Source: an optimization exercise on an open RTL-to-GDS flow (aim: small area, a short achievable clock period and few clock cycles per item). Production flows keep margins and buffers that such runs may drop. The RTL was checked by simulation tests, not by an equivalence proof against the original design.

== run 1 ==
Design mixed_number_adder, start of the top module:
module mixed_number_adder #(
  parameter int unsigned FIELD_WIDTH = 16
) (
  input  logic                               clk_i,
  input  logic                               rst_ni,
  input  logic                               in_valid_i,
  output logic                               in_ready_o,
  input  logic signed [FIELD_WIDTH-1:0]      whole_a_i,
  input  logic signed [FIELD_WIDTH-1:0]      num_a_i,
  input  logic signed [FIELD_WIDTH-1:0]      den_a_i,
  input  logic signed [FIELD_WIDTH-1:0]      whole_b_i,
  input  logic signed [FIELD_WIDTH-1:0]      num_b_i,
  input  logic signed [FIELD_WIDTH-1:0]      den_b_i,
  output logic                               out_valid_o,
  input  logic                               out_ready_i,
  output logic signed [mna_pkg::WHOLE_W-1:0] whole_sum_o,
  output logic signed [mna_pkg::NUM_W-1:0]   num_sum_o,
  output logic signed [mna_pkg::DEN_W-1:0]   den_sum_o,
  output logic                               div_error_o
);
  logic st_idle_q, st_mult_q, st_ncomp_q, st_gcd_q, st_up_q, st_down_q, st_fin_q, st_out_q;
  logic st_div_q;   
  logic m_def_q;    
  logic in_ready_q, out_valid_q;
  logic fin_ok_q, mult_acc_q;
  logic [32:0] a_q, r_q;
  logic [31:0] b_q, p_q, q_q, s_q;
  logic [2:0]  cnt_q;
  logic        sn_q, sd_q, flip_q, errn_q, erro_q;
  logic        op_a2_q, op_b2_q, op_ab_q, op_ba_q, k2_q;
  logic zero_den, take, go;
  assign zero_den = (den_a_i == '0) || (den_b_i == '0);
  assign take     = in_valid_i && (st_idle_q || st_out_q);
  assign go       = in_valid_i && (st_idle_q || (st_out_q && out_ready_i));
  logic one1_q, two1_q, neg1_q, one2_q, two2_q, neg2_q, neg3_q;
  logic [2:0] d1_src, d2_src;
  logic       sd_src;
  always_comb begin
    if (take) begin
      d1_src = den_b_i[15:13];
      d2_src = num_b_i[15:13];
      sd_src = den_a_i[15] ^ den_b_i[15];
    end else begin
      d1_src = p_q[29:27];
      d2_src = p_q[13:11];
      sd_src = sd_q;
    end
  end
  always_ff @(posedge clk_i) begin
    if (take || st_mult_q) begin
      one1_q <= d1_src[1] ^ d1_src[0];
      two1_q <= (d1_src == 3'b011) || (d1_src == 3'b100);
      neg1_q <= d1_src[2] & ~(d1_src[1] & d1_src[0]);
  ...
export LEC_CHECK = 0
export CAP_MARGIN = 20
export CORE_MARGIN = 2
export CORE_UTILIZATION = 40
export SETUP_SLACK_MARGIN = 5
export SLEW_MARGIN = 20
create_clock -name core_clock -period 10.0 [get_ports {clk_i}]
run.sh (not shown) runs the stock make flow with config.mk's settings and CLKGATE_MAP_FILE= SYNTH_SCRIPT=/design/flow/synth_recipe.tcl, a recipe that flattens the netlist after the stock synthesis.
Both conditions hold for run 1: the flow ran to the end and the final layout passed the timing, design-rule and antenna checks.
Testbench counts of run 1, summed over its fixed seeds: cycles 87,461, items 3,200.
What run 2 does differently from run 1 at the input level:
==> flow/flow/run.sh (new file) <==
#!/bin/bash
set -euo pipefail
bash standard.sh "BUFFER_PORTS_ARGS=-buffer_cell sky130_fd_sc_hd__buf_1" finish > standard_flow.log 2>&1
==> flow/standard.sh (new file) <==
#!/bin/bash
# synth_recipe.tcl (not shown) runs the flow's synth.tcl, then flattens the netlist and writes it again
# the make line also repeats each setting of config.mk as NAME=value (left out here)
make -C /OpenROAD-flow-scripts/flow DESIGN_CONFIG=/design/flow/config.mk WORK_HOME=/design/flow/orfs CLKGATE_MAP_FILE= SYNTH_SCRIPT=/design/flow/synth_recipe.tcl "${@:-finish}"
diff --git a/flow/config.mk b/flow/config.mk
--- a/flow/config.mk
+++ b/flow/config.mk
@@ -9,4 +9,6 @@
 export CORE_MARGIN = 2
 export CORE_UTILIZATION = 40
+export CTS_CLUSTER_DIAMETER = 90
+export CTS_CLUSTER_SIZE = 20
 export SETUP_SLACK_MARGIN = 5
 export SLEW_MARGIN = 20
removed: flow/run.sh
Notes after the runs:
- Insertion delay to the later sink of the worst-skew pair: run 2 < run 1
- Compared to run 1, the routing of run 2 uses less wire.
- Going from run 1 to run 2, count of nets after finishing shows a reduction of 43, worst-case setup slack after placement up 260 ps, total clock buffers created by CTS now sits lower.
> inputs changed (run 2 -> run 3)
diff --git a/flow/config.mk b/flow/config.mk
--- a/flow/config.mk
+++ b/flow/config.mk
@@ -9,6 +9,6 @@
 export CORE_MARGIN = 2
 export CORE_UTILIZATION = 40
-export CTS_CLUSTER_DIAMETER = 90
-export CTS_CLUSTER_SIZE = 20
+export CTS_CLUSTER_DIAMETER = 70
+export CTS_CLUSTER_SIZE = 14
 export SETUP_SLACK_MARGIN = 5
 export SLEW_MARGIN = 20
==> run notes <==
- Compared with run 2, run 3 shows a higher clock tree cell share of total cell area.
- STATUS worst setup slack: run 3 wins against run 2
The following lists how run 4 was set up differently from run 3:
diff --git a/flow/config.mk b/flow/config.mk
--- a/flow/config.mk
+++ b/flow/config.mk
@@ -9,6 +9,4 @@
 export CORE_MARGIN = 2
 export CORE_UTILIZATION = 40
-export CTS_CLUSTER_DIAMETER = 70
-export CTS_CLUSTER_SIZE = 14
 export SETUP_SLACK_MARGIN = 5
 export SLEW_MARGIN = 20
--- outcome ---
Run 4: PASS, flow complete, no timing, DRC or antenna violations
Summary of run 4 over run 3: setup slack of the critical path after layout higher, combined area of the multi-input logic cells higher, proportion of cell area spent on the clock network roughly the same.
Non-clock buffer count (run 4 vs. run 3) increases by a few percent

==> afterwards: timing with drivers on the ports <==
The results above use ideal ports. As a check the final layouts listed here were re-extracted and re-timed, cells and wires unchanged.
Step 1 (the two cells are an assumption about what drives the block):
set clk [get_ports {clk_i}]
set_driving_cell -lib_cell sky130_fd_sc_hd__clkbuf_16 $clk
set_driving_cell -lib_cell sky130_fd_sc_hd__buf_2 [delete_from_list [all_inputs] $clk]
Step 2 also shifts input and output timing later by t, the mid clock arrival at the registers, as if the neighbouring blocks saw the same clock.
a / b / c = no drivers / after step 1 / after step 2; a / b = the first two.
run | t, ns | setup slack, ns | latest minus earliest clock arrival (ns) | pins driven straight from the clock port
run 1 | 0.715 | 4.883 / 4.883 / 4.682 | 0.028 / 0.028 | 1
run 2 | 0.645 | 5.018 / 5.018 / 5.018 | 0.029 / 0.029 | 1
run 3 | 0.667 | 5.041 / 5.041 / 5.041 | 0.049 / 0.048 | 1
run 4 | 0.682 | 5.053 / 5.053 / 5.053 | 0.018 / 0.018 | 1
After both steps setup and hold are still met in every run listed. The setup slack of run 1, which loses most, moves by 0.000 ns with the drivers and by -0.201 ns with both steps.
